Background: an optimization exercise with open tools, aiming at small area. Do not read the settings as production practice. At most, simulation tests tie the RTL to the original design; equivalence was not proved. Only the layout flow was run in runs 1 to 6; the RTL was not checked for function there.

==> flow/constraint.sdc <==
create_clock -name core_clock -period 18.0 [get_ports {clk}]
set_input_delay 3.6000 -clock core_clock [delete_from_list [all_inputs] [get_ports {clk}]]
set_output_delay 3.6000 -clock core_clock [all_outputs]
set_load 0.01 [all_outputs]
==> flow/standard.sh <==
#!/bin/bash
# synth_recipe.tcl (not shown) runs the flow's synth.tcl, then flattens the netlist and writes it again
# the make line also repeats each setting of config.mk as NAME=value (left out here)
make -C /OpenROAD-flow-scripts/flow DESIGN_CONFIG=/design/flow/config.mk WORK_HOME=/design/flow/orfs CLKGATE_MAP_FILE= SYNTH_SCRIPT=/design/flow/synth_recipe.tcl "${@:-finish}"
==> flow/flow/abc.script <==
strash
dch
amap
==> flow/config.mk <==
export PLATFORM = sky130hd
export DESIGN_NAME = pwd_processor
export DESIGN_NICKNAME = pwd_processor
export VERILOG_FILES = /design/flow/design.v
export SDC_FILE = /design/flow/constraint.sdc
export NUM_CORES = 4
export LEC_CHECK = 0
export CAP_MARGIN = 20
export CORE_MARGIN = 2
export CORE_UTILIZATION = 40
export SLEW_MARGIN = 20
==> flow/design.v <==
`default_nettype none
module pwd_processor (
    input  logic       clk,
    input  logic       rst_n,
    input  logic       in_valid,
    input  logic [8:0] in_data,
    output logic       busy,
    output logic       out_valid,
    output logic [8:0] out_data
);
    logic [8:0] r0, r1, r2, r3;
    logic [9:0] c;
    logic [5:0] t;
    logic [1:0] nreg;      
    logic       flag;
    logic       run;
    logic [3:0] pass;
    logic [1:0] slot;
    logic       real_w, even;
    logic       padfill, sortph, rot;
    logic       p_pre, p_dec, p_min, p_flag, p_u, p_max, p_shift, p_ctr, p_smo;
    logic [5:0] tinc;
    assign tinc   = t ^ {&t[4:0], &t[3:0], &t[2:0], &t[1:0], t[0], 1'b1};
    assign run    = busy || (t != 6'd1 && !in_valid);
    assign pass   = t[5:2];
    assign slot   = t[1:0];
    assign even   = nreg[0];
    always_comb begin
        case ({nreg, slot})
            4'b10_00, 4'b11_00, 4'b11_01, 4'b01_00, 4'b01_01, 4'b01_10, 4'b01_11,
            4'b00_00, 4'b00_01, 4'b00_10: real_w = 1'b1;
            default: real_w = 1'b0;
        endcase
    end
    assign padfill = t[5:3] == 3'd0 && !(t[2] && t[1]);
    assign sortph  = !padfill && (t[5:4] == 2'd0 || t[5:2] == 4'd4);
    assign rot     = t == 6'd10 || t == 6'd15;
    assign p_pre   = pass == 4'd5 || (pass == 4'd6 && slot != 2'd3);
    assign p_dec   = pass == 4'd6;
    assign p_min   = pass == 4'd7;
    assign p_flag  = pass == 4'd8;
    assign p_u     = pass == 4'd9;
    assign p_max   = pass == 4'd10;
    assign p_shift = pass == 4'd11;
    assign p_ctr   = pass == 4'd12;
    assign p_smo   = pass == 4'd13;
    logic [6:0] y6;
    logic [3:0] h;
    logic [4:0] m3;        
    logic       k2, k3, k4, k5;
    always_comb begin
        h     = r1[7:4];
        m3[0] = h[0];
        m3[1] = h[1] ^ h[0];
        k2    = h[1] & h[0];
        m3[2] = h[2] ^ h[1] ^ k2;
        k3    = (h[2] & h[1]) | (k2 & (h[2] ^ h[1]));
        m3[3] = h[3] ^ h[2] ^ k3;
        k4    = (h[3] & h[2]) | (k3 & (h[3] ^ h[2]));
        m3[4] = h[3] ^ k4;
        k5    = h[3] & k4;
        y6    = {k5 ^ m3[4], ~m3[4], m3[3:0], 1'b1};
    end
    logic        sub, cin, neg, lt;
    logic [10:0] a, b, s;
    logic [11:0] cy;
    assign neg = p_dec && r0[8];
    assign sub = p_dec ? !r0[8] : !(p_flag || p_smo);
    assign a   = {{3{r0[8]}}, r0[7:0] ^ {8{neg}}};
    assign b   = {c[9], c} ^ {11{sub}};
    assign cin = p_dec || (sub && !(p_ctr && flag));
    always_comb begin
        cy[0] = cin;
        for (int i = 0; i < 11; i++) begin
            s[i]    = a[i] ^ b[i] ^ cy[i];
            cy[i+1] = (a[i] & b[i]) | (cy[i] & (a[i] ^ b[i]));
        end
    end
    assign lt = s[10];
    logic [10:0] y;
    logic        r1b, r0b, nr1, nr0, corr;
    logic [8:0]  qf, q;
    logic [9:0]  ic;
    always_comb begin
        y   = {s[10] ^ (s[9] | s[8]), ~(s[9] ^ s[8]), ~s[8], s[7:0]};
        r1b = 1'b0;
        r0b = 1'b0;
        qf  = 9'd0;
        for (int i = 10; i >= 0; i--) begin
            if (i < 9)
                qf[i] = r1b | (r0b & y[i]);
            nr1 = y[i] ? r1b : r0b;
            nr0 = y[i] ? !(r1b | r0b) : r1b;
            r1b = nr1;
            r0b = nr0;
        end
        corr  = s[10] & (r1b | r0b);
        ic[0] = corr;
        for (int i = 0; i < 9; i++) begin
            q[i]    = (i == 8 ? !qf[i] : qf[i]) ^ ic[i];
            ic[i+1] = (i == 8 ? !qf[i] : qf[i]) & ic[i];
        end
    end
    logic swap;
    assign swap = run && (padfill || (sortph && (rot || lt)));
    logic [8:0] tail;
    always_comb begin
        if (!run)
            tail = in_data;
        else if (padfill)
            tail = 9'h100;
        else if (swap)
            tail = c[8:0];
        else if ((p_dec && even) || p_u || p_ctr)
            tail = {s[8] ^ p_u, s[7:0]};
        else if (p_smo && slot != 2'd0)
            tail = q;
        else
            tail = r0;
    end
    assign out_data  = tail;
    assign out_valid = busy && p_smo && real_w;
    always_ff @(posedge clk) begin
        r0 <= r1;
        r1 <= r2;
        r2 <= r3;
        r3 <= tail;
        if (!busy)
            nreg <= t[1:0];
        if (swap || ((p_min || p_max) && (slot == 2'd0 || (real_w && (lt ^ p_max)))))
            c <= {r0[8], r0};
        else if (p_pre)
            c <= {3'b000, y6};
        else if (p_shift && slot == 2'd0)
            c <= {2'b11, ~c[8], c[7:1]};
        else if (p_smo)
            c <= {tail, 1'b0};
        if (p_flag) begin
            if (slot == 2'd0)
                flag <= lt;
            else if (real_w)
                flag <= flag & lt;
        end else if (p_shift && slot == 2'd0) begin
            flag <= flag & c[0];
        end
    end
    always_ff @(posedge clk or negedge rst_n) begin
        if (!rst_n) begin
            busy <= 1'b0;
            t    <= 6'd1;
        end else if (run) begin
            busy <= (t != 6'd55);
            t    <= (t == 6'd55) ? 6'd1 : tinc;
        end else if (in_valid) begin
            t    <= tinc;
        end
    end
endmodule
`default_nettype wire
==> flow/flow/run.sh <==
#!/bin/bash
# Standard ORFS layout with three changes that only affect how the layout is
# made, not what it implements:
#  - synthesis maps the logic with an area-oriented ABC script
#    (flow/abc.script) instead of ORFS's speed script; every other synthesis
#    step is ORFS's own, so registers and their names are unchanged;
#  - the port buffers are the smallest buffer, buf_1;
#  - clock tree synthesis adds no dummy loads.
# Each make step writes its own log under orfs/logs/; make's output goes to
# orfs_make.log.
set -euo pipefail
W=$(pwd)
rm -rf "$W/scripts"
cp -r "$FLOW_HOME/scripts" "$W/scripts"
cp "$W/flow/abc.script" "$W/scripts/abc_speed.script"
bash "$W/standard.sh" SCRIPTS_DIR="$W/scripts" \
  "BUFFER_PORTS_ARGS=-buffer_cell sky130_fd_sc_hd__buf_1" \
  "CTS_ARGS=-sink_clustering_enable -repair_clock_nets -dont_use_dummy_load" \
  finish > "$W/orfs_make.log" 2>&1
==> results of run 1 <==
## worst max-delay path, delay by kind of cell, from the launching register on
family / cells / cell delay, ns
DFF: 1 / 0.44
buffers and inverters: 10 / 1.26
and+or+nand+nor: 8 / 0.97
AOI/OAI and AO/OA: 16 / 2.77
adders and majority gates: 19 / 6.21
## layout make-up
class                           instances  area (um2)  share of cell area, %
Multi-Input combinational cell        254        1710                   49.0
Tap cell                              102         128                   3.66
Timing Repair Buffer                   26         110                   3.16
Sequential cell                        56        1290                   36.9
Clock buffer                            5        68.8                   1.97
Inverter                               49         184                   5.28
## metrics by stage
step                worst slack, ns  hold slack, ns  utilization [%]  instance area, um2  cells
global placement               3.00           0.310             44.3                3410    486
CTS                            2.41           0.323             45.2                3470    491
finish                         2.45           0.326             45.3                3480    492
global route                   1.48           0.322             45.3                3480    492
floorplan                      3.06           0.310                -                3170    359
detailed placement             2.80           0.312             44.3                3410    486
## flip-flops by register name, indices dropped and copies added (netlist names)
name and flops:
r2 9, busy 1, r1 9, r3 9, nreg 2, t 6
flag 1, r0 9, c 10
## logic make-up (layout without fill, tap and decap cells)
group	Yosys count	after routing	synth area share, %
buf+inv	49	80	5.81
fa+ha+maj	33	33	16.1
compound gates	115	115	23.6
simple gates	106	106	13.8
flops	56	56	40.6
## metal layers
| layer | global-route usage [%] | vias up |
|---|---|---|
| met4 | 4.78 | 0 |
| li1 | - | 1337 |
| met1 | 26.2 | 1211 |
| met2 | 26.8 | 80 |
| met5 | 0 | - |
| met3 | 2.74 | 12 |
## worst max path at each step
stage / from / endpoint / slack (ns) / cells after the start
after floorplan: t[5]$_DFFE_PN0P_ / out_data[8] / 3.06 / 51
after global placement: t[2]$_DFFE_PN0P_ / out_data[8] / 3.00 / 53
after detailed placement: t[5]$_DFFE_PN0P_ / out_data[8] / 2.80 / 53
after CTS: t[5]$_DFFE_PN0P_ / out_data[8] / 2.41 / 53
after global routing: t[5]$_DFFE_PN0P_ / out_data[8] / 1.48 / 55
final: t[2]$_DFFE_PN0P_ / out_data[8] / 2.45 / 53
## layout by cell type, fill, tap and decap left out, types with 2 or more instances in the layout
| master | instances |
|---|---|
| a211oi_1 | 4 |
| a21oi_1 | 27 |
| a221oi_1 | 4 |
| a22oi_1 | 4 |
| a31oi_1 | 2 |
| and3_1 | 3 |
| buf_1 | 22 |
| buf_4 | 3 |
| clkbuf_8 | 5 |
| clkinv_1 | 49 |
| dfrtp_1 | 6 |
| dfxtp_1 | 36 |
| edfxtp_1 | 13 |
| fa_1 | 13 |
| ha_1 | 20 |
| nand2_1 | 31 |
| nor2_1 | 58 |
| nor2b_1 | 6 |
| nor3_2 | 2 |
| o21ai_0 | 31 |
| o221a_1 | 6 |
| o221ai_1 | 5 |
| o22ai_1 | 18 |
| o32a_1 | 6 |
| or2_0 | 3 |
==> reports/qor.txt, run 1 <==
Clock Latency Late Sink -> 0.32 ns
worst r2r src -> t[2]$_DFFE_PN0P_
layout cell share with drive strength beyond 1 -> 3.08%
worst hold start -> r3[3]$_DFF_P_
Core Box Area -> 7690 um2
Vias -> 2640
post-synthesis sequential area ratio -> 40.6%
clk sinks -> 56
Area contributors post-synth -> dfxtp_1, edfxtp_1, fa_1
max-slew violations -> 0
Hold Path Stages -> 0
initial drt markers -> 159
WP data arrival -> 11.95 ns
routability cong. -> 0.868
most instantiated cells after synthesis -> nor2_1, clkinv_1, dfxtp_1, nand2_1, o21ai_0
setup TNS -> 0 ns
FFs w/ async S/R, synth -> 12.5%
vias in the first global route -> 2491
Top FF cell, synth -> dfxtp_1
Overall Global Routing Usage -> 17.6%
Synth top area share -> 22.7%
Clock transition at path regs -> 0.10 ns
DR WL met2 -> 3180 um
DRT antenna net count -> 0
Worst EP required -> 14.40 ns
total grt overflow -> 0
Crit-path slowest cell -> fa_1
Syn Area/Cell -> 8.82 um2
die area -> 8650 um2
RSZ-0062 raised after global routing -> no
setup bufs post-CTS -> 0
Distinct cells, synth -> 33
pin count of the biggest net entering global routing -> 20
io pins -> 23
DR vias/cell -> 5.37
Final HPWL DP -> 5710 um
Mapped Cells -> 359
Total Wirelength -> 7180 um
Die Ht -> 93.0 um
top-count cell post-synth -> nor2_1
YS warnings -> 1
Crit. End Element -> output port
initial cell density of the core -> 41.2%
Metal-1 WL -> 3470 um
CP peak stage delay -> 0.52 ns
P&R area growth vs syn -> 9.99%
CP Launch Type -> register
status -> finished clean
Synth area leader -> dfxtp_1
met3 WL -> 420 um
crit path kind -> reg -> out
Tcrit/Tclk final -> 86.4%
routed len/inst -> 14.6 um
final clock skew -> 0.0292 ns
Post-synth EDFFs -> 13
final setup vio count -> 0
Post-CTS Resized -> 0
antenna cells -> 0
Max clock buf depth -> 2
R2R cell count -> 55
Worst Hold Class -> reg -> reg
Worst Hold End -> r2[3]$_DFF_P_
hold buffers post-CTS -> 0
Max H-tree Level -> 2
Horiz. Die Dim -> 93.0 um
port bufs -> 22
Hold Vio Cnt, Final -> 0
crit-path max FO -> 19
CP dominant cell by count -> fa_1
Post-layout nets -> 437
crit path time final -> 15.55 ns
Clock Tree Root -> clkbuf_8
setup slack, reg-to-reg -> 6.14 ns
highest metal used -> met4
router iterations before antenna repair -> 5
residual DRC count -> 0
clock buffer count from CTS -> 5
Core Rows -> 32
CTS tree -> done
first-pass GRT wire length -> 12200 um
reg-to-reg endpoint -> c[9]$_DFFE_PP_
slew margin rel. -> 32.3%
fillers -> 768
Worst Max-Slew Pin Slew -> 1.02 ns
initial antenna violation count -> 0
area of the mapped netlist -> 3170 um2
post-synthesis register bit count -> 56
number of max-cap violations -> 0
Fmax -> 0.0643 GHz
syn nets -> 404
==> inputs of run 2 (changes only) <==
==> flow/flow/run.sh (replaced) <==
#!/bin/bash
# Standard ORFS layout with three changes that only affect how the layout is
# made, not what it implements:
#  - synthesis maps the logic with an area-oriented ABC script
#    (flow/abc.script) instead of ORFS's speed script, and leaves adders to
#    ABC instead of extracting full/half adder cells first (ADDER_MAP_FILE
#    empty); every other synthesis step is ORFS's own, so registers and
#    their names are unchanged;
#  - the port buffers are the smallest buffer, buf_1;
#  - clock tree synthesis adds no dummy loads.
# Each make step writes its own log under orfs/logs/; make's output goes to
# orfs_make.log.
set -euo pipefail
W=$(pwd)
rm -rf "$W/scripts"
cp -r "$FLOW_HOME/scripts" "$W/scripts"
cp "$W/flow/abc.script" "$W/scripts/abc_speed.script"
bash "$W/standard.sh" SCRIPTS_DIR="$W/scripts" ADDER_MAP_FILE= \
  "BUFFER_PORTS_ARGS=-buffer_cell sky130_fd_sc_hd__buf_1" \
  "CTS_ARGS=-sink_clustering_enable -repair_clock_nets -dont_use_dummy_load" \
  finish > "$W/orfs_make.log" 2>&1
==> flow/flow/abc.script (replaced) <==
strash
dch
amap
strash
dch
amap
==> reports/qor.txt, run 2 <==
Distinct cells, synth -> 30
crit path kind -> reg -> out
Hold Vio Cnt, Final -> 0
routed len/inst -> 15.0 um
DRT antenna net count -> 0
slew margin rel. -> 34.4%
status -> finished clean
hold buffers post-CTS -> 0
Clock Tree Root -> clkbuf_8
post-synthesis register bit count -> 56
Crit-path slowest cell -> nor2_1
initial cell density of the core -> 41.0%
top-count cell post-synth -> nor2_1
router iterations before antenna repair -> 5
CP peak stage delay -> 0.75 ns
CTS tree -> done
Mapped Cells -> 389
Max H-tree Level -> 2
R2R cell count -> 57
initial drt markers -> 281
setup slack, reg-to-reg -> 8.17 ns
Hold Path Stages -> 0
Synth top area share -> 24.5%
pin count of the biggest net entering global routing -> 20
RSZ-0062 raised after global routing -> no
Min Hold Slack -> 0.330 ns
final setup vio count -> 0
WP data arrival -> 9.81 ns
Clock transition at path regs -> 0.08 ns
YS warnings -> 1
Crit. End Element -> output port
P&R area growth vs syn -> 10.8%
first-pass GRT wire length -> 12900 um
residual DRC count -> 0
commonest cells after routing, fill and taps aside -> nor2_1, clkinv_1, o21ai_0
crit path time final -> 13.41 ns
Core Rows -> 31
area of the mapped netlist -> 2940 um2
syn nets -> 401
Area contributors post-synth -> dfxtp_1, edfxtp_1, nor2_1
Vias -> 2922
number of max-cap violations -> 0
Total Wirelength -> 7830 um
routability cong. -> 0.893
Post-synth EDFFs -> 13
CP dominant cell by count -> nand2_1
final clock skew -> 0.0286 ns
Place WS -> 5.09 ns
DR vias/cell -> 5.62
post-layout instance area -> 3260 um2
initial antenna violation count -> 0
io pins -> 23
total grt overflow -> 0
Worst EP required -> 14.40 ns
max-slew violations -> 0
Core Box Area -> 7180 um2
Synth area leader -> dfxtp_1
fillers -> 733
setup TNS -> 0 ns
port bufs -> 22
clock buffer count from CTS -> 5
Top FF cell, synth -> dfxtp_1
Worst Hold End -> r2[4]$_DFF_P_
Largest register FFs -> 10
Fmax -> 0.0746 GHz
FFs w/ async S/R, synth -> 12.5%
worst r2r src -> t[2]$_DFFE_PN0P_
placed cell area -> 3190 um2
commonest non-fill, non-tap cell in the layout -> nor2_1
Worst Max-Slew Pin Slew -> 0.981 ns
clk sinks -> 56
Tcrit/Tclk final -> 74.5%
vias in the first global route -> 2630
worst setup margin -> 4.59 ns
Horiz. Die Dim -> 89.7 um
layout cell share with drive strength beyond 1 -> 2.85%
setup bufs post-CTS -> 0
antenna cells -> 0
Post-CTS Resized -> 0
Clock Latency Late Sink -> 0.32 ns
Overall Global Routing Usage -> 20.0%
Die Ht -> 89.7 um
die area -> 8050 um2
worst hold start -> r3[4]$_DFF_P_
reg-to-reg endpoint -> c[8]$_DFFE_PP_
Worst Hold Class -> reg -> reg
most instantiated cells after synthesis -> nor2_1, clkinv_1, o21ai_0, nand2_1, dfxtp_1
Syn Area/Cell -> 7.56 um2
post-synthesis sequential area ratio -> 43.8%
Max clock buf depth -> 2
Most flops, register -> c
Final HPWL DP -> 5870 um
CP Launch Type -> register
crit-path max FO -> 12
Post-layout nets -> 435
## run 2: cell types whose count changed after synthesis, sizes merged, moves of 5 or more
cell / delta
a21oi: +5
o21ai: +17
o22ai: +10
fa: -13
ha: -20
o221ai: +7
nor2b: -5
nor2: +7
nand2: +16
o21a: +10
## run 2: worst max-delay path by stage
stage	from	depth (start not counted)	end	slack, ns
4_1_cts	t[2]$_DFFE_PN0P_	55	out_data[8]	4.73
6_report	t[2]$_DFFE_PN0P_	55	out_data[8]	4.59
5_1_grt	t[5]$_DFFE_PN0P_	55	out_data[8]	3.33
3_3_place_gp	t[5]$_DFFE_PN0P_	56	out_data[8]	5.33
2_1_floorplan	t[5]$_DFFE_PN0P_	56	out_data[7]	6.36
3_5_place_dp	t[2]$_DFFE_PN0P_	55	out_data[8]	5.09
## run 2: stage by stage
| stage | utilization (%) | std cells |
|---|---|---|
| final | 45.4 | 520 |
| after CTS | 45.4 | 520 |
| after global routing | 45.4 | 520 |
| after floorplan | - | 389 |
| after detailed placement | 44.4 | 515 |
| after global placement | 44.4 | 515 |
## run 2: worst max-delay path: cells and delay by family (launching register included)
family / cells / cell delay (ns)
DFF: 1 / 0.41
and+or+nand+nor: 27 / 3.78
AOI/OAI and AO/OA: 20 / 3.87
buffers and inverters: 8 / 1.49
## run 2: cell families after synthesis
logic type,synth area share [%]
AO/OA/AOI/OAI,32.1
AND/OR/NAND/NOR,17.4
flip-flops,43.8
buffers and inverters,6.77
## run 2: metal layers
layer / up-vias / global-route usage (%) / routed length, um
met5: - / 0 / 0
met4: 0 / 7.31 / 221
met3: 23 / 2.51 / 359
met2: 87 / 33.4 / 3640
met1: 1345 / 26.8 / 3600
li1: 1467 / - / -
## run 2: area by class of cell
cell class | instances | area [um2] | share of cell area, %
repair buffers | 27 | 120 | 3.69
multi-input cells | 280 | 1460 | 44.8
flip-flops and latches | 56 | 1290 | 39.5
well taps | 99 | 124 | 3.80
clock buffers | 5 | 68.8 | 2.11
inverters | 53 | 199 | 6.11
==> inputs of run 3 (changes only) <==
--- a/flow/flow/run.sh
+++ b/flow/flow/run.sh
@@ -17,5 +17,5 @@
 cp "$W/flow/abc.script" "$W/scripts/abc_speed.script"
 bash "$W/standard.sh" SCRIPTS_DIR="$W/scripts" ADDER_MAP_FILE= \
   "BUFFER_PORTS_ARGS=-buffer_cell sky130_fd_sc_hd__buf_1" \
-  "CTS_ARGS=-sink_clustering_enable -repair_clock_nets -dont_use_dummy_load" \
+  "CTS_ARGS=-sink_clustering_enable -repair_clock_nets -dont_use_dummy_load -buf_list {sky130_fd_sc_hd__clkbuf_4 sky130_fd_sc_hd__clkbuf_8} -sink_clustering_size 30" \
   finish > "$W/orfs_make.log" 2>&1
==> reports/qor.txt, run 3 <==
initial antenna violation count -> 0
max-slew violations -> 0
clk sinks -> 56
Clock transition at path regs -> 0.08 ns
io pins -> 23
post-synthesis xor/xnor area fraction -> 0%
initial cell density of the core -> 41.0%
Crit. End Element -> output port
port bufs -> 22
first-pass GRT wire length -> 12900 um
setup TNS -> 0 ns
setup bufs post-CTS -> 0
commonest cells after routing, fill and taps aside -> nor2_1, clkinv_1, o21ai_0
Post-synth EDFFs -> 13
crit path time final -> 13.41 ns
proportion of synthesized area in mux cells -> 0%
final setup vio count -> 0
fillers -> 733
Final Instance Count excl. Fillers -> 520
routability cong. -> 0.893
final clock skew -> 0.0286 ns
R2R cell count -> 57
setup slack, reg-to-reg -> 8.17 ns
FFs w/ async S/R, synth -> 12.5%
die area -> 8050 um2
pin count of the biggest net entering global routing -> 20
Worst Hold End -> r2[4]$_DFF_P_
Vias -> 2922
CP peak stage delay -> 0.75 ns
Core Box Area -> 7180 um2
Top FF cell, synth -> dfxtp_1
Area contributors post-synth -> dfxtp_1, edfxtp_1, nor2_1
Post-layout nets -> 435
Horiz. Die Dim -> 89.7 um
RSZ-0062 raised after global routing -> no
main combinational cell family by area after synthesis -> compound AO/OA/AOI/OAI gates
status -> finished clean
Core Rows -> 31
Worst EP required -> 14.40 ns
post-synthesis compound-gate area fraction -> 32.1%
CP Launch Type -> register
worst r2r src -> t[2]$_DFFE_PN0P_
Clock Latency Late Sink -> 0.32 ns
Hold Vio Cnt, Final -> 0
Clock Tree Root -> clkbuf_8
residual DRC count -> 0
Place WS -> 5.09 ns
Post-Route Utilization -> 45.4%
routed len/inst -> 15.0 um
Synth Area in Adders -> 0%
Syn Area/Cell -> 7.56 um2
Largest register FFs -> 10
slew margin rel. -> 34.4%
Worst Max-Slew Pin Slew -> 0.981 ns
Die Ht -> 89.7 um
Final HPWL DP -> 5870 um
area of the mapped netlist -> 2940 um2
Post-CTS Resized -> 0
router iterations before antenna repair -> 5
crit-path max FO -> 12
clock buffer count from CTS -> 5
antenna cells -> 0
crit path kind -> reg -> out
Fmax -> 0.0746 GHz
total grt overflow -> 0
worst setup margin -> 4.59 ns
kind of cell adding the most delay to the critical path -> compound AO/OA/AOI/OAI gates
number of max-cap violations -> 0
Worst Hold Class -> reg -> reg
top-count cell post-synth -> nor2_1
syn nets -> 401
P&R area growth vs syn -> 10.8%
Tcrit/Tclk final -> 74.5%
Crit-path slowest cell -> nor2_1
Max clock buf depth -> 2
Hold Path Stages -> 0
Distinct cells, synth -> 30
Most flops, register -> c
Overall Global Routing Usage -> 20.0%
DR vias/cell -> 5.62
YS warnings -> 1
post-synthesis register bit count -> 56
simple-gate area share of the yosys netlist -> 17.4%
CP dominant cell by count -> nand2_1
post-synthesis sequential area ratio -> 43.8%
commonest non-fill, non-tap cell in the layout -> nor2_1
Total Wirelength -> 7830 um
WP data arrival -> 9.81 ns
Synth area leader -> dfxtp_1
Critical path buffers and inverters -> 8
Post-Place Cells -> 515
vias in the first global route -> 2630
hold buffers post-CTS -> 0
CTS tree -> done
layout cell share with drive strength beyond 1 -> 2.85%
crit path from -> t[2]$_DFFE_PN0P_
Mapped Cells -> 389
Max H-tree Level -> 2
reg-to-reg endpoint -> c[8]$_DFFE_PP_
most instantiated cells after synthesis -> nor2_1, clkinv_1, o21ai_0, nand2_1, dfxtp_1
initial drt markers -> 281
Synth top area share -> 24.5%
worst hold start -> r3[4]$_DFF_P_
DRT antenna net count -> 0
-- run 3: cell counts in the layout (fill, tap and decap cells not counted) --
Identical to the previous run, type by type.
-- run 3: area by class of cell --
cell class	instances	area, um2	share of cell area, %
Clock buffer	5	68.8	2.11
Inverter	53	199	6.11
Multi-Input combinational cell	280	1460	44.8
Sequential cell	56	1290	39.5
Tap cell	99	124	3.80
Timing Repair Buffer	27	120	3.69
-- run 3: metal layers --
metal | GRT usage [%] | routed length [um] | vias to the layer above
met5 | 0 | 0 | -
met4 | 7.31 | 221 | 0
met3 | 2.51 | 359 | 23
met2 | 33.4 | 3640 | 87
met1 | 26.8 | 3600 | 1345
li1 | - | - | 1467
-- run 3: how the worst max path moves through the flow --
stage / to / cells past startpoint / slack (ns)
after floorplan: out_data[7] / 56 / 6.36
final: out_data[8] / 55 / 4.59
after CTS: out_data[8] / 55 / 4.73
after global placement: out_data[8] / 56 / 5.33
after global routing: out_data[8] / 55 / 3.33
after detailed placement: out_data[8] / 55 / 5.09
-- run 3: cells by family (layout without fill, tap and decap cells) --
| kind of cell | Yosys count | in the layout |
|---|---|---|
| AO/OA/AOI/OAI | 152 | 152 |
| AND/OR/NAND/NOR | 128 | 128 |
| flip-flops | 56 | 56 |
| buffers and inverters | 53 | 85 |
-- run 3: through the flow --
step	hold WS [ns]	instance area, um2
2_1_floorplan	0.310	2940
3_3_place_gp	0.310	3190
3_5_place_dp	0.312	3190
4_1_cts	0.330	3260
5_1_grt	0.336	3260
6_report	0.330	3260
-- run 3: worst reg2reg max path, delay by kind of cell, from the launching register on --
family	cells	cell delay [ns]
flip-flops	1	0.41
AND/OR/NAND/NOR	28	3.84
buffers and inverters	7	1.36
AO/OA/AOI/OAI	22	4.04
==> inputs of run 4 (changes only) <==
--- a/flow/design.v
+++ b/flow/design.v
@@ -9,7 +9,7 @@
     output logic [8:0] out_data
 );
     logic [8:0] r0, r1, r2, r3;
-    logic [9:0] c;
+    logic [8:0] c;
     logic [5:0] t;
     logic [1:0] nreg;      
     logic       flag;
@@ -49,7 +49,7 @@
     logic [4:0] m3;        
     logic       k2, k3, k4, k5;
     always_comb begin
-        h     = r1[7:4];
+        h     = r0[7:4];
         m3[0] = h[0];
         m3[1] = h[1] ^ h[0];
         k2    = h[1] & h[0];
@@ -61,14 +61,14 @@
         k5    = h[3] & k4;
         y6    = {k5 ^ m3[4], ~m3[4], m3[3:0], 1'b1};
     end
-    logic        sub, cin, neg, lt;
+    logic        cin, neg, negx, lt;
     logic [10:0] a, b, s;
     logic [11:0] cy;
-    assign neg = p_dec && r0[8];
-    assign sub = p_dec ? !r0[8] : !(p_flag || p_smo);
-    assign a   = {{3{r0[8]}}, r0[7:0] ^ {8{neg}}};
-    assign b   = {c[9], c} ^ {11{sub}};
-    assign cin = p_dec || (sub && !(p_ctr && flag));
+    assign neg  = (p_dec && r0[8]) || p_flag;
+    assign negx = p_flag;
+    assign a    = {{3{r0[8] ^ negx}}, r0[7:0] ^ {8{neg}}};
+    assign b    = p_smo ? {r3[8], r3, 1'b0} : p_dec ? ({4'b0, y6} ^ {11{!r0[8]}}) : {{2{c[8]}}, c};
+    assign cin  = !(p_smo || (p_ctr && flag));
     always_comb begin
         cy[0] = cin;
         for (int i = 0; i < 11; i++) begin
@@ -110,7 +110,7 @@
         else if (padfill)
             tail = 9'h100;
         else if (swap)
-            tail = c[8:0];
+            tail = ~c[8:0];
         else if ((p_dec && even) || p_u || p_ctr)
             tail = {s[8] ^ p_u, s[7:0]};
         else if (p_smo && slot != 2'd0)
@@ -128,20 +128,16 @@
         if (!busy)
             nreg <= t[1:0];
         if (swap || ((p_min || p_max) && (slot == 2'd0 || (real_w && (lt ^ p_max)))))
-            c <= {r0[8], r0};
-        else if (p_pre)
-            c <= {3'b000, y6};
+            c <= ~r0;
         else if (p_shift && slot == 2'd0)
-            c <= {2'b11, ~c[8], c[7:1]};
-        else if (p_smo)
-            c <= {tail, 1'b0};
+            c <= {1'b0, ~c[8], c[7:1]};
         if (p_flag) begin
             if (slot == 2'd0)
-                flag <= lt;
+                flag <= !lt;
             else if (real_w)
-                flag <= flag & lt;
+                flag <= flag & !lt;
         end else if (p_shift && slot == 2'd0) begin
-            flag <= flag & c[0];
+            flag <= flag & !c[0];
         end
     end
     always_ff @(posedge clk or negedge rst_n) begin
--- a/flow/flow/run.sh
+++ b/flow/flow/run.sh
@@ -17,5 +17,5 @@
 cp "$W/flow/abc.script" "$W/scripts/abc_speed.script"
 bash "$W/standard.sh" SCRIPTS_DIR="$W/scripts" ADDER_MAP_FILE= \
   "BUFFER_PORTS_ARGS=-buffer_cell sky130_fd_sc_hd__buf_1" \
-  "CTS_ARGS=-sink_clustering_enable -repair_clock_nets -dont_use_dummy_load -buf_list {sky130_fd_sc_hd__clkbuf_4 sky130_fd_sc_hd__clkbuf_8} -sink_clustering_size 30" \
+  "CTS_ARGS=-sink_clustering_enable -repair_clock_nets -dont_use_dummy_load -sink_clustering_buffer sky130_fd_sc_hd__clkbuf_4" \
   finish > "$W/orfs_make.log" 2>&1
==> reports/qor.txt, run 4 <==
clock buffer count from CTS -> 5
antenna cells -> 0
Post-synth EDFFs -> 12
Hold Vio Cnt, Final -> 0
crit path kind -> reg -> out
Clock transition at path regs -> 0.10 ns
Worst Max-Slew Pin Slew -> 0.812 ns
Core Box Area -> 6870 um2
Core Rows -> 30
routed len/inst -> 14.9 um
hold buffers post-CTS -> 0
Overall Global Routing Usage -> 20.7%
CP peak stage delay -> 0.53 ns
first-pass GRT wire length -> 12600 um
router iterations before antenna repair -> 5
Synth top area share -> 25.2%
status -> finished clean
routability cong. -> 0.891
FFs w/ async S/R, synth -> 12.7%
initial cell density of the core -> 41.6%
Horiz. Die Dim -> 88.5 um
Post-layout nets -> 427
Total Wirelength -> 7600 um
port bufs -> 22
Top FF cell, synth -> dfxtp_1
Post-Place Cells -> 504
Vias -> 2792
vias in the first global route -> 2680
setup TNS -> 0 ns
commonest non-fill, non-tap cell in the layout -> nor2_1
WP data arrival -> 10.51 ns
residual DRC count -> 0
post-synthesis sequential area ratio -> 44.0%
DR vias/cell -> 5.49
Clock Latency Late Sink -> 0.30 ns
crit-path max FO -> 11
number of max-cap violations -> 0
final setup vio count -> 0
Clock Tree Root -> clkbuf_8
Crit-path slowest cell -> nor3_2
Final HPWL DP -> 5860 um
setup bufs post-CTS -> 0
CP dominant cell by count -> nor2_1
YS warnings -> 1
layout cell share with drive strength beyond 1 -> 2.66%
initial antenna violation count -> 0
post-synthesis register bit count -> 55
Fmax -> 0.0709 GHz
Tcrit/Tclk final -> 78.4%
initial drt markers -> 196
Die Ht -> 88.5 um
max-slew violations -> 0
commonest cells after routing, fill and taps aside -> nor2_1, clkinv_1, o21ai_0
clk sinks -> 55
total grt overflow -> 0
CP Launch Type -> register
CTS tree -> done
area of the mapped netlist -> 2860 um2
pin count of the biggest net entering global routing -> 18
Synth area leader -> dfxtp_1
most instantiated cells after synthesis -> nor2_1, clkinv_1, o21ai_0, dfxtp_1, nand2_1
Worst EP required -> 14.40 ns
Max clock buf depth -> 2
slew margin rel. -> 45.5%
final clock skew -> 0.0209 ns
Final Instance Count excl. Fillers -> 509
syn nets -> 394
Worst Hold Class -> reg -> reg
crit path time final -> 14.11 ns
DRT antenna net count -> 0
die area -> 7840 um2
P&R area growth vs syn -> 10.7%
Crit. End Element -> output port
Distinct cells, synth -> 29
Area contributors post-synth -> dfxtp_1, edfxtp_1, o21ai_0
Mapped Cells -> 382
RSZ-0062 raised after global routing -> no
top-count cell post-synth -> nor2_1
Max H-tree Level -> 2
Post-CTS Resized -> 0
io pins -> 23
Syn Area/Cell -> 7.48 um2
run 4: cell families (layout without fill, tap and decap cells):
| family | count (synthesis) | in the layout | synth area share, % |
|---|---|---|---|
| XOR/XNOR | 1 | 1 | 0.307 |
| AND/OR/NAND/NOR | 118 | 118 | 16.7 |
| AO/OA/AOI/OAI | 149 | 149 | 31.3 |
| flip-flops | 55 | 55 | 44.0 |
| buffers and inverters | 59 | 90 | 7.75 |
run 4: critical path, delay by kind of cell (launching register included):
kind / cells / cell delay [ns]
and+or+nand+nor: 29 / 4.37
AOI/OAI and AO/OA: 21 / 3.81
buffers and inverters: 8 / 1.59
DFF: 1 / 0.40
run 4: final timing paths:
check | from | end | slack (ns) | depth (start not counted)
max in group asynchronous | rst_n | t[0]$_DFFE_PN1P_ | 14.49 | 1
setup / recovery | t[2]$_DFFE_PN0P_ | out_data[8] | 3.89 | 58
hold reg to reg | r1[5]$_DFF_P_ | r0[5]$_DFF_P_ | 0.32 | 0
hold / removal | r1[5]$_DFF_P_ | r0[5]$_DFF_P_ | 0.32 | 0
setup reg to reg | t[2]$_DFFE_PN0P_ | r3[8]$_DFF_P_ | 7.81 | 57
min in group asynchronous | rst_n | busy$_DFFE_PN0N_ | 3.18 | 1
run 4: final cells by class:
type,count,area (um2)
well taps,96,120
inverters,59,221
fillers,730,3700
multi-input cells,268,1380
clock buffers,5,68.8
repair buffers,26,113
flip-flops and latches,55,1260
run 4: per-stage QoR:
step                      worst slack, ns  instance area, um2  hold slack, ns  util (%)
after floorplan                      6.22                2860           0.310         -
after global placement               4.21                3090           0.310      45.0
after detailed placement             3.88                3090           0.312      45.0
after CTS                            3.54                3160           0.322      46.0
after global routing                 2.43                3160           0.317      46.1
final                                3.89                3160           0.320      46.1
run 4: metal layers:
| metal | vias up | global-route usage (%) | wire [um] |
|---|---|---|---|
| met5 | - | 0 | 0 |
| met4 | 0 | 4.55 | 106 |
| met3 | 10 | 3.45 | 313 |
| met2 | 70 | 36.6 | 3760 |
| met1 | 1284 | 26.7 | 3420 |
| li1 | 1428 | - | - |
==> inputs of run 5 (changes only) <==
--- a/flow/flow/run.sh
+++ b/flow/flow/run.sh
@@ -17,5 +17,5 @@
 cp "$W/flow/abc.script" "$W/scripts/abc_speed.script"
 bash "$W/standard.sh" SCRIPTS_DIR="$W/scripts" ADDER_MAP_FILE= \
   "BUFFER_PORTS_ARGS=-buffer_cell sky130_fd_sc_hd__buf_1" \
-  "CTS_ARGS=-sink_clustering_enable -repair_clock_nets -dont_use_dummy_load -sink_clustering_buffer sky130_fd_sc_hd__clkbuf_4" \
+  "CTS_ARGS=-sink_clustering_enable -repair_clock_nets -dont_use_dummy_load" \
   finish > "$W/orfs_make.log" 2>&1
--- a/flow/config.mk
+++ b/flow/config.mk
@@ -8,4 +8,5 @@
 export CAP_MARGIN = 20
 export CORE_MARGIN = 2
 export CORE_UTILIZATION = 40
+export GPL_TIMING_DRIVEN = 0
 export SLEW_MARGIN = 20
==> reports/qor.txt, run 5 <==
status -> finished clean
top-count cell post-synth -> nor2_1
DR vias/cell -> 5.54
Distinct cells, synth -> 29
Mapped Cells -> 382
Total Wirelength -> 7420 um
Worst Hold Class -> reg -> reg
clock buffer count from CTS -> 5
Clock transition at path regs -> 0.08 ns
Top FF cell, synth -> dfxtp_1
Final Instance Count excl. Fillers -> 507
Worst Max-Slew Pin Slew -> 1.06 ns
number of max-cap violations -> 0
final clock skew -> 0.0181 ns
Final HPWL DP -> 5770 um
Crit-path slowest cell -> nor3_2
routed len/inst -> 14.6 um
io pins -> 23
first-pass GRT wire length -> 12100 um
router iterations before antenna repair -> 5
die area -> 7840 um2
area of the mapped netlist -> 2860 um2
post-synthesis register bit count -> 55
Post-layout nets -> 425
vias in the first global route -> 2516
clk sinks -> 55
initial drt markers -> 202
Syn Area/Cell -> 7.48 um2
Die Ht -> 88.5 um
crit-path max FO -> 11
crit path time final -> 14.07 ns
pin count of the biggest net entering global routing -> 19
hold buffers post-CTS -> 0
crit path kind -> reg -> out
slew margin rel. -> 28.8%
Tcrit/Tclk final -> 78.2%
Fmax -> 0.0711 GHz
residual DRC count -> 0
DRT antenna net count -> 0
Overall Global Routing Usage -> 20.3%
max-slew violations -> 0
Worst EP required -> 14.40 ns
Post-synth EDFFs -> 12
most instantiated cells after synthesis -> nor2_1, clkinv_1, o21ai_0, dfxtp_1, nand2_1
initial antenna violation count -> 0
layout cell share with drive strength beyond 1 -> 2.43%
Core Box Area -> 6870 um2
Core Rows -> 30
Hold Path Stages -> 0
Max clock buf depth -> 2
Synth top area share -> 25.2%
Crit. End Element -> output port
Area contributors post-synth -> dfxtp_1, edfxtp_1, o21ai_0
Vias -> 2807
Post-CTS Resized -> 0
Post-Place Cells -> 502
commonest non-fill, non-tap cell in the layout -> nor2_1
worst r2r src -> t[2]$_DFFE_PN0P_
post-synthesis sequential area ratio -> 44.0%
port bufs -> 22
final setup vio count -> 0
Max H-tree Level -> 2
reg-to-reg endpoint -> r3[8]$_DFF_P_
commonest cells after routing, fill and taps aside -> nor2_1, clkinv_1, o21ai_0
Clock Latency Late Sink -> 0.31 ns
R2R cell count -> 57
setup TNS -> 0 ns
Horiz. Die Dim -> 88.5 um
total grt overflow -> 0
setup bufs post-CTS -> 0
worst hold start -> r2[2]$_DFF_P_
syn nets -> 394
routability cong. -> 0.889
CTS tree -> done
Clock Tree Root -> clkbuf_8
FFs w/ async S/R, synth -> 12.7%
setup slack, reg-to-reg -> 7.85 ns
CP dominant cell by count -> nor2_1
Synth area leader -> dfxtp_1
antenna cells -> 0
Hold Vio Cnt, Final -> 0
initial cell density of the core -> 41.6%
CP Launch Type -> register
YS warnings -> 1
P&R area growth vs syn -> 10.3%
WP data arrival -> 10.47 ns
Worst Hold End -> r1[2]$_DFF_P_
CP peak stage delay -> 0.53 ns
RSZ-0062 raised after global routing -> no
==> run 5: worst max path at each step <==
stage | from | to | slack [ns] | cells past startpoint
after global placement | t[2]$_DFFE_PN0P_ | out_data[8] | 3.94 | 55
final | t[2]$_DFFE_PN0P_ | out_data[8] | 3.93 | 58
after detailed placement | t[2]$_DFFE_PN0P_ | out_data[8] | 3.93 | 58
after global routing | t[2]$_DFFE_PN0P_ | out_data[8] | 2.46 | 58
after CTS | t[2]$_DFFE_PN0P_ | out_data[8] | 3.58 | 58
after floorplan | t[2]$_DFFE_PN0P_ | out_data[8] | 6.22 | 57
==> run 5: per-layer routing <==
| layer | GRT usage, % | part of all wire [%] | vias to the layer above |
|---|---|---|---|
| met2 | 33.3 | 46 | 92 |
| met3 | 3.64 | 4.8 | 19 |
| li1 | - | - | 1433 |
| met1 | 26.1 | 46 | 1263 |
| met5 | 0 | 0 | - |
| met4 | 9.50 | 3.5 | 0 |
==> run 5: logic make-up (layout without fill, tap and decap cells) <==
family	count (synthesis)	after routing	share of synthesized area [%]
xor+xnor	1	1	0.307
flops	55	55	44.0
compound gates	149	149	31.3
simple gates	118	118	16.7
buf+inv	59	88	7.75
==> run 5: final cells by class <==
class | instances | area [um2]
repair buffers | 24 | 95.1
fillers | 713 | 3720
flip-flops and latches | 55 | 1260
well taps | 96 | 120
clock buffers | 5 | 68.8
inverters | 59 | 221
multi-input cells | 268 | 1390
==> run 5: metrics by stage <==
step / util [%] / setup WS (ns) / cell area, um2 / hold slack [ns]
finish: 45.9 / 3.93 / 3150 / 0.330
global route: 45.9 / 2.46 / 3150 / 0.335
CTS: 45.8 / 3.58 / 3150 / 0.332
detailed placement: 44.8 / 3.93 / 3080 / 0.312
global placement: 44.6 / 3.94 / 3060 / 0.311
floorplan: - / 6.22 / 2860 / 0.310
==> run 5: critical path, delay by kind of cell, from the launching register on <==
family / cells / cell delay (ns)
buffers and inverters: 8 / 1.63
DFF: 1 / 0.40
AOI/OAI and AO/OA: 21 / 3.88
and+or+nand+nor: 29 / 4.24
==> inputs of run 6 (changes only) <==
--- a/flow/flow/run.sh
+++ b/flow/flow/run.sh
@@ -17,5 +17,5 @@
 cp "$W/flow/abc.script" "$W/scripts/abc_speed.script"
 bash "$W/standard.sh" SCRIPTS_DIR="$W/scripts" ADDER_MAP_FILE= \
   "BUFFER_PORTS_ARGS=-buffer_cell sky130_fd_sc_hd__buf_1" \
-  "CTS_ARGS=-sink_clustering_enable -repair_clock_nets -dont_use_dummy_load" \
+  "CTS_ARGS=-sink_clustering_enable -repair_clock_nets -dont_use_dummy_load -buf_list {sky130_fd_sc_hd__clkbuf_4 sky130_fd_sc_hd__clkbuf_8} -root_buf sky130_fd_sc_hd__clkbuf_8 -sink_clustering_buffer sky130_fd_sc_hd__clkbuf_4" \
   finish > "$W/orfs_make.log" 2>&1
==> reports/qor.txt, run 6 <==
status -> finished clean
clock buffer count from CTS -> 5
Worst EP required -> 14.40 ns
post-layout instance area -> 3150 um2
CTS tree -> done
Synth area leader -> dfxtp_1
total grt overflow -> 0
P&R area growth vs syn -> 10.3%
most instantiated cells after synthesis -> nor2_1, clkinv_1, o21ai_0, dfxtp_1, nand2_1
port bufs -> 22
Syn Area/Cell -> 7.48 um2
Crit-path slowest cell -> nor3_2
Post-CTS Resized -> 0
Clock transition at path regs -> 0.08 ns
Vias -> 2807
first-pass GRT wire length -> 12100 um
post-synthesis xor/xnor area fraction -> 0.306%
Crit. End Element -> output port
Synth Area in Adders -> 0%
vias in the first global route -> 2516
pin count of the biggest net entering global routing -> 19
DRT antenna net count -> 0
die area -> 7840 um2
Hold Path Stages -> 0
Total Wirelength -> 7420 um
Clock Latency Late Sink -> 0.31 ns
area of the mapped netlist -> 2860 um2
Synth top area share -> 25.2%
worst hold start -> r2[2]$_DFF_P_
crit path time final -> 14.07 ns
routability cong. -> 0.889
FFs w/ async S/R, synth -> 12.7%
Top FF cell, synth -> dfxtp_1
Worst Hold End -> r1[2]$_DFF_P_
Die Ht -> 88.5 um
io pins -> 23
setup slack, reg-to-reg -> 7.85 ns
Final Instance Count excl. Fillers -> 507
Distinct cells, synth -> 29
Core Rows -> 30
placed cell area -> 3080 um2
commonest non-fill, non-tap cell in the layout -> nor2_1
Post-layout nets -> 425
setup bufs post-CTS -> 0
syn nets -> 394
post-synthesis sequential area ratio -> 44.0%
layout cell share with drive strength beyond 1 -> 2.43%
crit path from -> t[2]$_DFFE_PN0P_
number of max-cap violations -> 0
Hold Vio Cnt, Final -> 0
post-synthesis register bit count -> 55
Min Hold Slack -> 0.330 ns
YS warnings -> 1
setup TNS -> 0 ns
Overall Global Routing Usage -> 20.3%
clk sinks -> 55
WP data arrival -> 10.47 ns
CP peak stage delay -> 0.53 ns
crit path kind -> reg -> out
commonest cells after routing, fill and taps aside -> nor2_1, clkinv_1, o21ai_0
DR vias/cell -> 5.54
Area contributors post-synth -> dfxtp_1, edfxtp_1, o21ai_0
Mapped Cells -> 382
CP dominant cell by count -> nor2_1
Max H-tree Level -> 2
Final HPWL DP -> 5770 um
reg-to-reg endpoint -> r3[8]$_DFF_P_
Worst Hold Class -> reg -> reg
main combinational cell family by area after synthesis -> compound AO/OA/AOI/OAI gates
hold buffers post-CTS -> 0
post-synthesis compound-gate area fraction -> 31.3%
final setup vio count -> 0
RSZ-0062 raised after global routing -> no
Place WS -> 3.93 ns
initial antenna violation count -> 0
R2R cell count -> 57
top-count cell post-synth -> nor2_1
Post-synth EDFFs -> 12
residual DRC count -> 0
worst setup margin -> 3.93 ns
simple-gate area share of the yosys netlist -> 16.7%
Clock Tree Root -> clkbuf_8
final clock skew -> 0.0181 ns
Fmax -> 0.0711 GHz
Core Box Area -> 6870 um2
worst r2r src -> t[2]$_DFFE_PN0P_
initial drt markers -> 202
initial cell density of the core -> 41.6%
CP Launch Type -> register
fillers -> 713
crit-path max FO -> 11
Horiz. Die Dim -> 88.5 um
proportion of synthesized area in mux cells -> 0%
Tcrit/Tclk final -> 78.2%
Worst Max-Slew Pin Slew -> 1.06 ns
max-slew violations -> 0
Max clock buf depth -> 2
router iterations before antenna repair -> 5
routed len/inst -> 14.6 um
antenna cells -> 0
slew margin rel. -> 28.8%
Post-Place Cells -> 502
==> run 6: cell counts after synthesis <==
Identical to the previous run, type by type.
==> run 6: layer usage <==
| metal | routed length, um | global-route usage (%) | up-vias |
|---|---|---|---|
| met3 | 353 | 3.64 | 19 |
| met1 | 3390 | 26.1 | 1263 |
| met2 | 3420 | 33.3 | 92 |
| met5 | 0 | 0 | - |
| li1 | - | - | 1433 |
| met4 | 256 | 9.50 | 0 |
==> run 6: how the worst max path moves through the flow <==
stage	end	slack, ns
after floorplan	out_data[8]	6.22
after global placement	out_data[8]	3.94
after detailed placement	out_data[8]	3.93
after CTS	out_data[8]	3.58
after global routing	out_data[8]	2.46
final	out_data[8]	3.93
==> run 6: layout make-up <==
type                            count  area (um2)  share of cell area [%]
Timing Repair Buffer               24        95.1                    3.02
Tap cell                           96         120                    3.81
Sequential cell                    55        1260                    39.9
Clock buffer                        5        68.8                    2.18
Multi-Input combinational cell    268        1390                    44.1
Inverter                           59         221                    7.02
==> run 6: worst max-delay path: cells and delay by family, from the launching register on <==
| family | cells | cell delay, ns |
|---|---|---|
| and+or+nand+nor | 29 | 4.24 |
| DFF | 1 | 0.40 |
| buffers and inverters | 8 | 1.63 |
| AOI/OAI and AO/OA | 21 | 3.88 |
==> run 6: per-stage QoR <==
step / utilization, %
floorplan: -
global placement: 44.6
detailed placement: 44.8
CTS: 45.8
global route: 45.9
finish: 45.9
==> run 6: logic make-up (layout without fill, tap and decap cells) <==
logic type | Yosys count | in the layout
AO/OA/AOI/OAI | 149 | 149
AND/OR/NAND/NOR | 118 | 118
buffers and inverters | 59 | 88
flip-flops | 55 | 55
XOR/XNOR | 1 | 1
==> inputs of run 7 (changes only) <==
--- a/flow/design.v
+++ b/flow/design.v
@@ -9,7 +9,7 @@
     output logic [8:0] out_data
 );
     logic [8:0] r0, r1, r2, r3;
-    logic [8:0] c;
+    logic [9:0] c;
     logic [5:0] t;
     logic [1:0] nreg;      
     logic       flag;
@@ -49,7 +49,7 @@
     logic [4:0] m3;        
     logic       k2, k3, k4, k5;
     always_comb begin
-        h     = r0[7:4];
+        h     = r1[7:4];
         m3[0] = h[0];
         m3[1] = h[1] ^ h[0];
         k2    = h[1] & h[0];
@@ -67,7 +67,7 @@
     assign neg  = (p_dec && r0[8]) || p_flag;
     assign negx = p_flag;
     assign a    = {{3{r0[8] ^ negx}}, r0[7:0] ^ {8{neg}}};
-    assign b    = p_smo ? {r3[8], r3, 1'b0} : p_dec ? ({4'b0, y6} ^ {11{!r0[8]}}) : {{2{c[8]}}, c};
+    assign b    = {c[9], c};
     assign cin  = !(p_smo || (p_ctr && flag));
     always_comb begin
         cy[0] = cin;
@@ -128,9 +128,13 @@
         if (!busy)
             nreg <= t[1:0];
         if (swap || ((p_min || p_max) && (slot == 2'd0 || (real_w && (lt ^ p_max)))))
-            c <= ~r0;
+            c <= ~{r0[8], r0};
+        else if (p_pre)
+            c <= {3'b000, y6} ^ {10{!r1[8]}};
         else if (p_shift && slot == 2'd0)
-            c <= {1'b0, ~c[8], c[7:1]};
+            c <= {2'b00, ~c[8], c[7:1]};
+        else if (p_smo)
+            c <= {tail, 1'b0};
         if (p_flag) begin
             if (slot == 2'd0)
                 flag <= !lt;
--- a/flow/flow/run.sh
+++ b/flow/flow/run.sh
@@ -17,5 +17,5 @@
 cp "$W/flow/abc.script" "$W/scripts/abc_speed.script"
 bash "$W/standard.sh" SCRIPTS_DIR="$W/scripts" ADDER_MAP_FILE= \
   "BUFFER_PORTS_ARGS=-buffer_cell sky130_fd_sc_hd__buf_1" \
-  "CTS_ARGS=-sink_clustering_enable -repair_clock_nets -dont_use_dummy_load -buf_list {sky130_fd_sc_hd__clkbuf_4 sky130_fd_sc_hd__clkbuf_8} -root_buf sky130_fd_sc_hd__clkbuf_8 -sink_clustering_buffer sky130_fd_sc_hd__clkbuf_4" \
+  "CTS_ARGS=-sink_clustering_enable -repair_clock_nets -dont_use_dummy_load" \
   finish > "$W/orfs_make.log" 2>&1
--- a/flow/config.mk
+++ b/flow/config.mk
@@ -8,5 +8,4 @@
 export CAP_MARGIN = 20
 export CORE_MARGIN = 2
 export CORE_UTILIZATION = 40
-export GPL_TIMING_DRIVEN = 0
 export SLEW_MARGIN = 20
==> reports/qor.txt, run 7 <==
status -> finished clean
Die Ht -> 89.5 um
crit path time final -> 13.22 ns
Core Box Area -> 7180 um2
post-synthesis sequential area ratio -> 44.0%
port bufs -> 22
Post-CTS Resized -> 0
CP Launch Type -> register
Mapped Cells -> 386
Max clock buf depth -> 2
YS warnings -> 1
Syn Area/Cell -> 7.57 um2
post-synthesis register bit count -> 56
Overall Global Routing Usage -> 20.9%
Hold Vio Cnt, Final -> 0
Tcrit/Tclk final -> 73.5%
io pins -> 23
P&R area growth vs syn -> 11.0%
die area -> 8010 um2
Post-layout nets -> 433
initial cell density of the core -> 40.7%
Max H-tree Level -> 2
RSZ-0062 raised after global routing -> no
Clock transition at path regs -> 0.10 ns
CP peak stage delay -> 0.45 ns
router iterations before antenna repair -> 5
Fmax -> 0.0756 GHz
CTS tree -> done
top-count cell post-synth -> clkinv_1
Final HPWL DP -> 6040 um
Post-synth EDFFs -> 13
initial drt markers -> 212
pin count of the biggest net entering global routing -> 17
Worst EP required -> 14.40 ns
commonest cells after routing, fill and taps aside -> clkinv_1, o21ai_0, nor2_1
CP dominant cell by count -> o21ai_0
worst setup margin -> 4.78 ns
final setup vio count -> 0
first-pass GRT wire length -> 12600 um
hold buffers post-CTS -> 0
Vias -> 2919
slew margin rel. -> 45.1%
Largest register FFs -> 10
DR vias/cell -> 5.64
most instantiated cells after synthesis -> clkinv_1, o21ai_0, nor2_1, dfxtp_1, a21oi_1
crit path kind -> reg -> out
number of max-cap violations -> 0
Clock Latency Late Sink -> 0.31 ns
final clock skew -> 0.0197 ns
max-slew violations -> 0
Synth area leader -> dfxtp_1
area of the mapped netlist -> 2920 um2
kind of cell adding the most delay to the critical path -> compound AO/OA/AOI/OAI gates
vias in the first global route -> 2553
Distinct cells, synth -> 30
fillers -> 761
Place WS -> 5.43 ns
setup TNS -> 0 ns
setup bufs post-CTS -> 0
antenna cells -> 0
Total Wirelength -> 7980 um
Crit. End Element -> output port
syn nets -> 398
FFs w/ async S/R, synth -> 12.5%
Top FF cell, synth -> dfxtp_1
Most flops, register -> c
WP data arrival -> 9.62 ns
layout cell share with drive strength beyond 1 -> 2.86%
residual DRC count -> 0
Clock Tree Root -> clkbuf_8
Critical path buffers and inverters -> 7
Area contributors post-synth -> dfxtp_1, edfxtp_1, o21ai_0
total grt overflow -> 0
crit-path max FO -> 7
Post-Place Cells -> 513
Min Hold Slack -> 0.330 ns
Worst Hold Class -> reg -> reg
Final Instance Count excl. Fillers -> 518
DRT antenna net count -> 0
Core Rows -> 31
Horiz. Die Dim -> 89.5 um
clk sinks -> 56
routed len/inst -> 15.4 um
Synth top area share -> 24.7%
initial antenna violation count -> 0
clock buffer count from CTS -> 5
Crit-path slowest cell -> dfrtp_1
routability cong. -> 0.883
commonest non-fill, non-tap cell in the layout -> clkinv_1
Worst Max-Slew Pin Slew -> 0.822 ns
## run 7: cell count changes after synthesis, moves of 3 or more
cell      delta
o22ai_1     -13
nor2_1      -11
a21oi_1      +8
a22oi_1      +5
clkinv_1     +5
o21ai_0      +5
nor3_1       -4
o221ai_1     +4
a21o_1       -3
nand4_1      +3
## run 7: logic make-up (layout without fill, tap and decap cells)
logic type | Yosys count | after routing | share of synthesized area (%)
simple gates | 110 | 110 | 15.5
buf+inv | 64 | 97 | 8.22
flops | 56 | 56 | 44.0
compound gates | 156 | 156 | 32.2
## run 7: per-stage QoR
stage / utilization, % / cell area, um2
detailed placement: 44.2 / 3170
floorplan: - / 2920
global placement: 44.2 / 3170
finish: 45.2 / 3240
global route: 45.2 / 3240
CTS: 45.2 / 3240
## run 7: layout make-up
class | count | area (um2) | share of cell area (%)
Multi-Input combinational cell | 266 | 1400 | 43.0
Sequential cell | 56 | 1290 | 39.7
Inverter | 64 | 240 | 7.41
Timing Repair Buffer | 28 | 128 | 3.94
Tap cell | 99 | 124 | 3.82
Clock buffer | 5 | 68.8 | 2.12
## run 7: path summary, 6_finish.rpt
path / end / cells past startpoint / startpoint / slack [ns]
max: out_data[7] / 59 / t[3]$_DFFE_PN0P_ / 4.78
min: r2[0]$_DFF_P_ / 0 / r3[0]$_DFF_P_ / 0.33
max reg2reg: c[6]$_DFFE_PP_ / 59 / t[3]$_DFFE_PN0P_ / 8.13
min reg2reg: r2[0]$_DFF_P_ / 0 / r3[0]$_DFF_P_ / 0.33
max in group asynchronous: t[0]$_DFFE_PN1P_ / 1 / rst_n / 14.51
min in group asynchronous: busy$_DFFE_PN0N_ / 1 / rst_n / 3.17
## run 7: routing by layer
layer	GRT usage, %	vias up	part of all wire (%)
met5	0	-	0
li1	-	1466	-
met2	33.4	80	45
met1	28.9	1362	49
met3	4.16	11	5.1
met4	5.29	0	1.4

-- static timing again, ports no longer ideal --
How much do the figures lean on ideal ports? The routed layouts below were timed once more, with nothing changed but the port constraints.
Step 1 sets driving cells, clkbuf_16 on the clock port and buf_2 on the other inputs (assumed; they add their load-dependent delay and slew).
Step 2 times the ports against the registers' clock, not the clock port: input delays grow and output delays shrink by t, the midpoint of the rising clock arrivals with the driver on.
Slacks: ideal / step 1 / step 2; pairs: ideal / step 1.
| run | shift t [ns] | slack for setup (ns) | worst setup path at the end | clock arrival spread, ns | cell pins on the clock port's net |
|---|---|---|---|---|---|
| run 1 | 0.333 | 2.446 / 2.418 / 2.751 | register to output | 0.029 / 0.029 | 1 |
| run 2 | 0.333 | 4.594 / 4.564 / 4.896 | register to output | 0.029 / 0.029 | 1 |
| run 3 | 0.333 | 4.594 / 4.564 / 4.896 | register to output | 0.029 / 0.029 | 1 |
| run 4 | 0.325 | 3.887 / 3.856 / 4.180 | register to output | 0.021 / 0.021 | 1 |
| run 5 | 0.330 | 3.928 / 3.898 / 4.228 | register to output | 0.018 / 0.018 | 1 |
| run 6 | 0.330 | 3.928 / 3.898 / 4.228 | register to output | 0.018 / 0.018 | 1 |
| run 7 | 0.330 | 4.776 / 4.743 / 5.073 | register to output | 0.019 / 0.019 | 1 |
After both steps every run listed still meets setup and hold.
